From an optimization exercise on the open Yosys and OpenROAD flow, aimed at small area and a short achievable clock period; shortcuts taken in it are not production practice. RTL that was checked went through simulation tests only; none was proved equivalent to the original. No driver is modelled on the clock port, so clock power and skew are understated where the tree is cut down; a real chip needs a root buffer or a tree. Power figures rest on the tool's default switching activity, not on a simulated workload.

## hdmi_frame_loop_top
module hdmi_frame_loop_top (
  input  logic                                 core_clk,
  input  logic                                 rst_in,
  input  logic                                 vs_in,
  input  logic                                 de_in,
  input  logic [hdmi_loop_pkg::COLOR_BITS-1:0] r_in,
  input  logic [hdmi_loop_pkg::COLOR_BITS-1:0] g_in,
  input  logic [hdmi_loop_pkg::COLOR_BITS-1:0] b_in,
  output logic                                 hs_out,
  output logic                                 vs_out,
  output logic                                 de_out,
  output logic [hdmi_loop_pkg::COLOR_BITS-1:0] r_out,
  output logic [hdmi_loop_pkg::COLOR_BITS-1:0] g_out,
  output logic [hdmi_loop_pkg::COLOR_BITS-1:0] b_out,
  output logic                                 frame_valid
);
  logic [7:0]             wr_row_n;
  logic [15:0]            wr_col_n;
  logic [PIX565_BITS-1:0] wr_data;
  logic [H_ACT-1:0]       col_sel;
  logic [V_ACT-1:0]       row_sel;
  logic [V_ACT-1:0][PIX565_BITS-1:0] rd_row;
  logic                   hs_d1;
  logic                   vs_d1;
  logic                   de_d1;
  fb_write_ctrl u_wr (
    .core_clk    (core_clk),
    .rst_in      (rst_in),
    .vs_in       (vs_in),
    .de_in       (de_in),
    .r_in        (r_in),
    .g_in        (g_in),
    .b_in        (b_in),
    .wr_row_n    (wr_row_n),
    .wr_col_n    (wr_col_n),
    .wr_data     (wr_data),
    .frame_valid (frame_valid)
  );
  fb_mem u_mem (
    .core_clk (core_clk),
    .wr_row_n (wr_row_n),
    .wr_col_n (wr_col_n),
    .wr_data  (wr_data),
  ...
export LEC_CHECK = 0
export CAP_MARGIN = 20
export CORE_MARGIN = 2
export CORE_UTILIZATION = 70
export SETUP_SLACK_MARGIN = 2.2
export SLEW_MARGIN = 60
create_clock -name core_clock -period 4.0 [get_ports {core_clk}]
standard.sh (not shown) runs the stock make flow with config.mk's settings and CLKGATE_MAP_FILE= SYNTH_SCRIPT=/design/flow/synth_recipe.tcl, a recipe that flattens the netlist after the stock synthesis.
==> flow/flow/run.sh <==
#!/bin/bash
set -o pipefail
export PRE_CTS_TCL="$PWD/flow/ctree.tcl"
bash standard.sh finish > standard.log 2>&1
==> flow/flow/ctree.tcl <==
# Clock tree for this design, used in place of TritonCTS (loaded through
# ORFS's PRE_CTS_TCL hook; it replaces the clock_tree_synthesis command).
#
# The clock port drives CT_NROOT (4) root buffers placed beside its pin. The
# clock sinks are split by recursive bisection into one group per root, each
# group into CT_NMID (4) parts with a buffer at the centre of each, and each
# part into leaf clusters of at most CT_LEAF_MAX (20) sinks with a buffer at
# the centre of each. Every sink sees the same three buffer stages, so the
# tree is balanced.
proc ct_bisect {pts nmax dmax {k 0}} {
  # pts: list of {x y obj}; split into k clusters (k = ceil(n/nmax) when 0)
  # by proportional recursive bisection across the longer side; a cluster
  # whose bounding box half-perimeter exceeds dmax is split again
  set n [llength $pts]
  if {$k == 0} { set k [expr {($n + $nmax - 1) / $nmax}] }
  set xs [lsort -integer [lmap p $pts {lindex $p 0}]]
  set ys [lsort -integer [lmap p $pts {lindex $p 1}]]
  set w [expr {[lindex $xs end]-[lindex $xs 0]}]
  set h [expr {[lindex $ys end]-[lindex $ys 0]}]
  if {$k <= 1 && ($w + $h <= $dmax || $n < 2)} { return [list $pts] }
  if {$k <= 1} { set k 2 }
  set idx [expr {$w >= $h ? 0 : 1}]
  set s [lsort -integer -index $idx $pts]
  set kl [expr {$k / 2}]
  set cut [expr {($n * $kl + $k / 2) / $k}]
  return [concat [ct_bisect [lrange $s 0 [expr {$cut-1}]] $nmax $dmax $kl] [ct_bisect [lrange $s $cut end] $nmax $dmax [expr {$k - $kl}]]]
}
proc ct_centroid {pts} {
  set sx 0; set sy 0
  foreach p $pts { set sx [expr {$sx + [lindex $p 0]}]; set sy [expr {$sy + [lindex $p 1]}] }
  set n [llength $pts]
  return [list [expr {$sx / $n}] [expr {$sy / $n}]]
}
proc ct_split {pts k} {
  # split into k (power of 2) balanced groups
  set groups [list $pts]
  while {[llength $groups] < $k} {
    set ng {}
    foreach g $groups {
      set xs [lsort -integer [lmap p $g {lindex $p 0}]]
      set ys [lsort -integer [lmap p $g {lindex $p 1}]]
      set idx [expr {([lindex $xs end]-[lindex $xs 0]) >= ([lindex $ys end]-[lindex $ys 0]) ? 0 : 1}]
      set s [lsort -integer -index $idx $g]
      set h [expr {[llength $s] / 2}]
      lappend ng [lrange $s 0 [expr {$h-1}]] [lrange $s $h end]
    }
    set groups $ng
  }
  return $groups
}
proc ct_build {} {
  set NROOT [expr {[info exists ::env(CT_NROOT)] ? $::env(CT_NROOT) : 4}]
  set LEAF_MAX [expr {[info exists ::env(CT_LEAF_MAX)] ? $::env(CT_LEAF_MAX) : 20}]
  set ROOTBUF [expr {[info exists ::env(CT_ROOTBUF)] ? $::env(CT_ROOTBUF) : "sky130_fd_sc_hd__clkbuf_16"}]
  set DMAX [expr {[info exists ::env(CT_DMAX)] ? int($::env(CT_DMAX) * 1000) : 1000000}]
  set NMID [expr {[info exists ::env(CT_NMID)] ? $::env(CT_NMID) : 4}]
  set MIDBUF [expr {[info exists ::env(CT_MIDBUF)] ? $::env(CT_MIDBUF) : "sky130_fd_sc_hd__clkbuf_16"}]
  set FR [expr {[info exists ::env(CT_FR)] ? $::env(CT_FR) : 0.3}]
  set LEAFBUF [expr {[info exists ::env(CT_LEAFBUF)] ? $::env(CT_LEAFBUF) : "sky130_fd_sc_hd__clkbuf_16"}]
  set db [ord::get_db]
  set block [ord::get_db_block]
  set clk [$block findNet core_clk]
  set bt [$block findBTerm core_clk]
  set bb [$bt getBBox]
  set px [expr {([$bb xMin] + [$bb xMax]) / 2}]
  set py [expr {([$bb yMin] + [$bb yMax]) / 2}]
  set core [$block getCoreArea]
  set pts {}
  foreach it [$clk getITerms] {
    set inst [$it getInst]
    set b [$inst getBBox]
    lappend pts [list [expr {([$b xMin]+[$b xMax])/2}] [expr {([$b yMin]+[$b yMax])/2}] $it]
  }
  puts "CT: [llength $pts] sinks, port at $px $py"
  set rmaster [$db findMaster $ROOTBUF]
  set lmaster [$db findMaster $LEAFBUF]
  set mmaster [$db findMaster $MIDBUF]
  set groups [ct_split $pts $NROOT]
  set gi 0; set li 0
  foreach g $groups {
    # root buffer beside the port pin, pulled a little toward its group
    lassign [ct_centroid $g] gx gy
    set rx [expr {$px + int(($gx - $px) * $FR)}]
    set ry [expr {$py + int(($gy - $py) * $FR)}]
    set rx [expr {max([$core xMin], min([$core xMax] - 20000, $rx))}]
    set ry [expr {max([$core yMin], min([$core yMax] - 3000, $ry))}]
    set rinst [odb::dbInst_create $block $rmaster "ctroot_$gi"]
    $rinst setLocation $rx $ry
    $rinst setPlacementStatus PLACED
    set rnet [odb::dbNet_create $block "ctnet_root_$gi"]
    $rnet setSigType CLOCK
    [$rinst findITerm A] connect $clk
    [$rinst findITerm X] connect $rnet
    set subs [list $g]
    if {$NMID > 1} { set subs [ct_split $g $NMID] }
    set mi 0
    foreach sg $subs {
      set dnet $rnet
      if {$NMID > 1} {
        lassign [ct_centroid $sg] mx my
        set minst [odb::dbInst_create $block $mmaster "ctmid_${gi}_$mi"]
        $minst setLocation [expr {$mx - 5000}] $my
        $minst setPlacementStatus PLACED
        set dnet [odb::dbNet_create $block "ctnet_mid_${gi}_$mi"]
        $dnet setSigType CLOCK
        [$minst findITerm A] connect $rnet
        [$minst findITerm X] connect $dnet
        incr mi
      }
      foreach c [ct_bisect $sg $LEAF_MAX $DMAX] {
        lassign [ct_centroid $c] cx cy
        set linst [odb::dbInst_create $block $lmaster "ctleaf_$li"]
        $linst setLocation [expr {$cx - 5000}] $cy
        $linst setPlacementStatus PLACED
        set lnet [odb::dbNet_create $block "ctnet_leaf_$li"]
        $lnet setSigType CLOCK
        [$linst findITerm A] connect $dnet
        foreach p $c {
          set it [lindex $p 2]
          $it disconnect
          $it connect $lnet
        }
        [$linst findITerm X] connect $lnet
        incr li
      }
    }
    incr gi
  }
  puts "CT: $gi roots, $li leaves"
}

rename clock_tree_synthesis my_orig_clock_tree_synthesis
proc clock_tree_synthesis {args} {
  ct_build
  set_propagated_clock [all_clocks]
}
The starting point finished clean.
Change:
--- a/flow/flow/ctree.tcl
+++ b/flow/flow/ctree.tcl
@@ -5,5 +5,5 @@
 # clock sinks are split by recursive bisection into one group per root, each
 # group into CT_NMID (4) parts with a buffer at the centre of each, and each
-# part into leaf clusters of at most CT_LEAF_MAX (20) sinks with a buffer at
+# part into leaf clusters of at most CT_LEAF_MAX (24) sinks with a buffer at
 # the centre of each. Every sink sees the same three buffer stages, so the
 # tree is balanced.
@@ -51,5 +51,5 @@
 proc ct_build {} {
   set NROOT [expr {[info exists ::env(CT_NROOT)] ? $::env(CT_NROOT) : 4}]
-  set LEAF_MAX [expr {[info exists ::env(CT_LEAF_MAX)] ? $::env(CT_LEAF_MAX) : 20}]
+  set LEAF_MAX [expr {[info exists ::env(CT_LEAF_MAX)] ? $::env(CT_LEAF_MAX) : 24}]
   set ROOTBUF [expr {[info exists ::env(CT_ROOTBUF)] ? $::env(CT_ROOTBUF) : "sky130_fd_sc_hd__clkbuf_16"}]
   set DMAX [expr {[info exists ::env(CT_DMAX)] ? int($::env(CT_DMAX) * 1000) : 1000000}]
SLEW_MARGIN = 30   (was 60)
Outcome: The changed run completed without violations. Design area falls by about 3.6%. Worst hold slack gets better by 0.0073 ns. Wire length rises by 1.3%. Core utilization falls by 2.9 points. Cell count falls by 2.6%. Power falls by about 4%. Via count falls by about 1.6%.
No run of this note takes its clock network from TritonCTS; it comes from the design's own scripts or RTL.

========
Setup of run C:
The RTL this note starts from:
==> flow/design.v <==
`default_nettype none
package hdmi_loop_pkg;
  localparam int H_ACT   = 16;   
  localparam int H_FP    = 2;    
  localparam int H_SYNC  = 3;    
  localparam int H_BP    = 3;    
  localparam int H_TOTAL = 24;   
  localparam int V_ACT   = 8;    
  localparam int V_FP    = 1;
  localparam int V_SYNC  = 2;    
  localparam int V_BP    = 2;
  localparam int V_TOTAL = 13;   
  localparam int X_BITS = 5;   
  localparam int Y_BITS = 4;   
  localparam int COLOR_BITS   = 8;               
  localparam int PIX565_BITS  = 16;              
  localparam int FRAME_PIXELS = H_ACT * V_ACT;   
  localparam int ADDR_BITS    = 7;               
  typedef enum logic
  {
    WR_WAIT_SYNC,   
    WR_FILL         
  } wr_state_t;
  typedef enum logic
  {
    RD_BLANK,   
    RD_SHOW     
  } rd_state_t;
endpackage
`default_nettype wire
`timescale 1ns/1ps
`default_nettype none
import hdmi_loop_pkg::*;
module video_timing_gen (
  input  logic           core_clk,
  input  logic           rst_in,
  output logic           hs_d1,     
  output logic           vs_d1,
  output logic           de_d1,
  output logic [H_ACT-1:0] col_sel,   
  output logic [V_ACT-1:0] row_sel    
);
  logic [H_TOTAL-1:0] h_pos;
  logic [V_TOTAL-1:0] v_pos;
  assign col_sel = h_pos[H_ACT-1:0];
  assign row_sel = v_pos[V_ACT-1:0];
  always_ff @(posedge core_clk)
  begin
    if (!rst_in)
    begin
      h_pos <= H_TOTAL'(1) << (H_TOTAL - 1);
      v_pos <= V_TOTAL'(1) << (V_TOTAL - 1);
      hs_d1 <= 1'b0;
      vs_d1 <= 1'b0;
      de_d1 <= 1'b0;
    end
    else
    begin
      h_pos <= {h_pos[H_TOTAL-2:0], h_pos[H_TOTAL-1]};
      if (h_pos[H_TOTAL-1])
        v_pos <= {v_pos[V_TOTAL-2:0], v_pos[V_TOTAL-1]};
      de_d1 <= (|h_pos[H_ACT-1:0]) && (|v_pos[V_ACT-1:0]);
      hs_d1 <= |h_pos[H_ACT+H_FP +: H_SYNC];
      vs_d1 <= |v_pos[V_ACT+V_FP +: V_SYNC];
    end
  end
endmodule
`default_nettype wire
`timescale 1ns/1ps
`default_nettype none
import hdmi_loop_pkg::*;
module fb_write_ctrl (
  input  logic                   core_clk,
  input  logic                   rst_in,
  input  logic                   vs_in,
  input  logic                   de_in,
  input  logic [COLOR_BITS-1:0]  r_in,
  input  logic [COLOR_BITS-1:0]  g_in,
  input  logic [COLOR_BITS-1:0]  b_in,
  output logic [7:0]             wr_row_n,
  output logic [15:0]            wr_col_n,
  output logic [PIX565_BITS-1:0] wr_data,
  output logic                   frame_valid
);
  logic [ADDR_BITS-1:0] addr_cnt;
  logic                 frame_full;
  logic                 take;
  assign take = !vs_in && de_in && !frame_full;
  always_ff @(posedge core_clk)
  begin
    if (!rst_in)
    begin
      frame_full  <= 1'b1;
      wr_row_n    <= '1;
      frame_valid <= 1'b0;
    end
    else
    begin
      if (vs_in)
        frame_full <= 1'b0;
      else if (take && addr_cnt == ADDR_BITS'(FRAME_PIXELS - 1))
        frame_full <= 1'b1;
      wr_row_n <= ~({7'b0, take} << addr_cnt[6:4]);
      if (!wr_row_n[7] && !wr_col_n[15])
        frame_valid <= 1'b1;
    end
  end
  always_ff @(posedge core_clk)
  begin
    if (vs_in)
      addr_cnt <= '0;
    else if (take)
      addr_cnt <= addr_cnt + 1'b1;
    wr_col_n <= ~(16'b1 << addr_cnt[3:0]);
    wr_data  <= {r_in[7:3], g_in[7:2], b_in[7:3]};
  end
endmodule
`default_nettype wire
`timescale 1ns/1ps
`default_nettype none
import hdmi_loop_pkg::*;
module fb_mem (
  input  logic                   core_clk,
  input  logic [7:0]             wr_row_n,
  input  logic [15:0]            wr_col_n,
  input  logic [PIX565_BITS-1:0] wr_data,
  input  logic [H_ACT-1:0]       col_sel,
  input  logic [V_ACT-1:0]       row_sel,
  output logic [1:0][PIX565_BITS-1:0] rd_half
);
  logic [PIX565_BITS-1:0] mem [FRAME_PIXELS];
  logic [PIX565_BITS-1:0] row_word [V_ACT];
  always_comb
  begin
    for (int r = 0; r < V_ACT; r++)
    begin
      row_word[r] = '0;
      for (int c = 0; c < H_ACT; c++)
        row_word[r] = row_word[r] | (mem[r*H_ACT + c] & {PIX565_BITS{col_sel[c]}});
    end
  end
  always_ff @(posedge core_clk)
  begin
    for (int w = 0; w < FRAME_PIXELS; w++)
      if (!wr_row_n[w / H_ACT] && !wr_col_n[w % H_ACT])
        mem[w] <= wr_data;
    for (int h = 0; h < 2; h++)
    begin
      rd_half[h] <= '0;   
      for (int r = 4*h; r < 4*h + 4; r++)
        if (row_sel[r])
          rd_half[h] <= row_word[r];
    end
  end
endmodule
`default_nettype wire
`timescale 1ns/1ps
`default_nettype none
import hdmi_loop_pkg::*;
module fb_read_ctrl (
  input  logic                   core_clk,
  input  logic                   rst_in,
  input  logic                   hs_d1,
  input  logic                   vs_d1,
  input  logic                   de_d1,
  input  logic                   frame_valid,
  input  logic [1:0][PIX565_BITS-1:0] rd_half,
  output logic                   hs_out,
  output logic                   vs_out,
  output logic                   de_out,
  output logic [COLOR_BITS-1:0]  r_out,
  output logic [COLOR_BITS-1:0]  g_out,
  output logic [COLOR_BITS-1:0]  b_out
);
  logic show;   
  logic pix_on;
  logic [PIX565_BITS-1:0] rd_data;
  assign rd_data = rd_half[0] | rd_half[1];
  assign pix_on = de_d1 && show;
  always_ff @(posedge core_clk)
  begin
    if (!rst_in)
    begin
      show   <= 1'b0;
      hs_out <= 1'b0;
      vs_out <= 1'b0;
      de_out <= 1'b0;
      r_out  <= '0;
      g_out  <= '0;
      b_out  <= '0;
    end
    else
    begin
      if (vs_d1 && frame_valid)
        show <= 1'b1;
      hs_out <= hs_d1;
      vs_out <= vs_d1;
      de_out <= de_d1;
      r_out  <= pix_on ? {rd_data[15:11], 3'b000} : '0;
      g_out  <= pix_on ? {rd_data[10:5], 2'b00}   : '0;
      b_out  <= pix_on ? {rd_data[4:0], 3'b000}   : '0;
    end
  end
endmodule
`default_nettype wire
`timescale 1ns/1ps
`default_nettype none
import hdmi_loop_pkg::*;
module hdmi_frame_loop_top (
  input  logic                                 core_clk,
  input  logic                                 rst_in,
  input  logic                                 vs_in,
  input  logic                                 de_in,
  input  logic [hdmi_loop_pkg::COLOR_BITS-1:0] r_in,
  input  logic [hdmi_loop_pkg::COLOR_BITS-1:0] g_in,
  input  logic [hdmi_loop_pkg::COLOR_BITS-1:0] b_in,
  output logic                                 hs_out,
  output logic                                 vs_out,
  output logic                                 de_out,
  output logic [hdmi_loop_pkg::COLOR_BITS-1:0] r_out,
  output logic [hdmi_loop_pkg::COLOR_BITS-1:0] g_out,
  output logic [hdmi_loop_pkg::COLOR_BITS-1:0] b_out,
  output logic                                 frame_valid
);
  logic [7:0]             wr_row_n;
  logic [15:0]            wr_col_n;
  logic [PIX565_BITS-1:0] wr_data;
  logic [H_ACT-1:0]       col_sel;
  logic [V_ACT-1:0]       row_sel;
  logic [1:0][PIX565_BITS-1:0] rd_half;
  logic                   hs_d1;
  logic                   vs_d1;
  logic                   de_d1;
  fb_write_ctrl u_wr (
    .core_clk    (core_clk),
    .rst_in      (rst_in),
    .vs_in       (vs_in),
    .de_in       (de_in),
    .r_in        (r_in),
    .g_in        (g_in),
    .b_in        (b_in),
    .wr_row_n    (wr_row_n),
    .wr_col_n    (wr_col_n),
    .wr_data     (wr_data),
    .frame_valid (frame_valid)
  );
  fb_mem u_mem (
    .core_clk (core_clk),
    .wr_row_n (wr_row_n),
    .wr_col_n (wr_col_n),
    .wr_data  (wr_data),
    .col_sel  (col_sel),
    .row_sel  (row_sel),
    .rd_half  (rd_half)
  );
  video_timing_gen u_tg (
    .core_clk (core_clk),
    .rst_in   (rst_in),
    .hs_d1    (hs_d1),
    .vs_d1    (vs_d1),
    .de_d1    (de_d1),
    .col_sel  (col_sel),
    .row_sel  (row_sel)
  );
  fb_read_ctrl u_rd (
    .core_clk    (core_clk),
    .rst_in      (rst_in),
    .hs_d1       (hs_d1),
    .vs_d1       (vs_d1),
    .de_d1       (de_d1),
    .frame_valid (frame_valid),
    .rd_half     (rd_half),
    .hs_out      (hs_out),
    .vs_out      (vs_out),
    .de_out      (de_out),
    .r_out       (r_out),
    .g_out       (g_out),
    .b_out       (b_out)
  );
endmodule
`default_nettype wire
Settings: LEC_CHECK=0, CAP_MARGIN=20, CORE_MARGIN=2, CORE_UTILIZATION=70, SLEW_MARGIN=20; clock period 4.0 ns.
run.sh (not shown) runs the stock make flow with config.mk's settings and CLKGATE_MAP_FILE= SYNTH_SCRIPT=/design/flow/synth_recipe.tcl, a recipe that flattens the netlist after the stock synthesis.
Stock flow here: none of the scripts above is used.
What run P does differently from run C at the input level:
# run C
export LEC_CHECK = 0
export CAP_MARGIN = 20
export CORE_MARGIN = 2
export CORE_UTILIZATION = 70
export SLEW_MARGIN = 20
create_clock -name core_clock -period 4.0 [get_ports {core_clk}]
# run P
export LEC_CHECK = 0
export CAP_MARGIN = 20
export CORE_MARGIN = 2
export CORE_UTILIZATION = 70
export SETUP_SLACK_MARGIN = 2.0
export SLEW_MARGIN = 20
create_clock -name core_clock -period 4.0 [get_ports {core_clk}]
Results
In run P, final critical-path required period is lower than in run C.
Compared with run C, in run P signed area change from the synthesized netlist to the final layout shows an increase of 7.3 points; clock share of power shows an increase of 1.5 points; final worst setup slack shows an increase of 0.60 ns; wire length of the first global-routing pass shows an increase of 36000 um; via count shows an increase of 3100.
Run P vs run C, instance count: run P higher
What run C reported for via count of the first global-routing pass has to be multiplied by 1.06 to get the figure for run P.
No functional check of the RTL was part of any run of this note.

port drivers added, routing unchanged:
How much do the figures lean on ideal ports? The routed layouts below were timed once more, with nothing changed but the port constraints. Step 1, drivers: a clkbuf_16 drives core_clk and a buf_2 each remaining input, both assumed. Step 2 also shifts input and output timing later by t, the mid clock arrival at the registers, as if the neighbouring blocks saw the same clock. Three values: ideal, step 1, step 2; two values: the first two.
run	shift t [ns]	setup slack, ns	hold slack, ns
the first run of note 1	0.671	2.080 / 1.987 / 1.602	0.446 / 0.446 / 0.446
the second run of note 1	0.659	2.078 / 1.988 / 1.641	0.453 / 0.453 / 0.453
run C	0.878	1.075 / 1.075 / 1.075	0.431 / 0.376 / 0.435
run P	0.871	1.680 / 1.680 / 1.246	0.427 / 0.376 / 0.464
After both steps setup and hold are still met in every run listed. For the first run of note 1, which loses most, drivers alone change the setup slack by -0.093 ns; drivers and shift together by -0.478 ns.
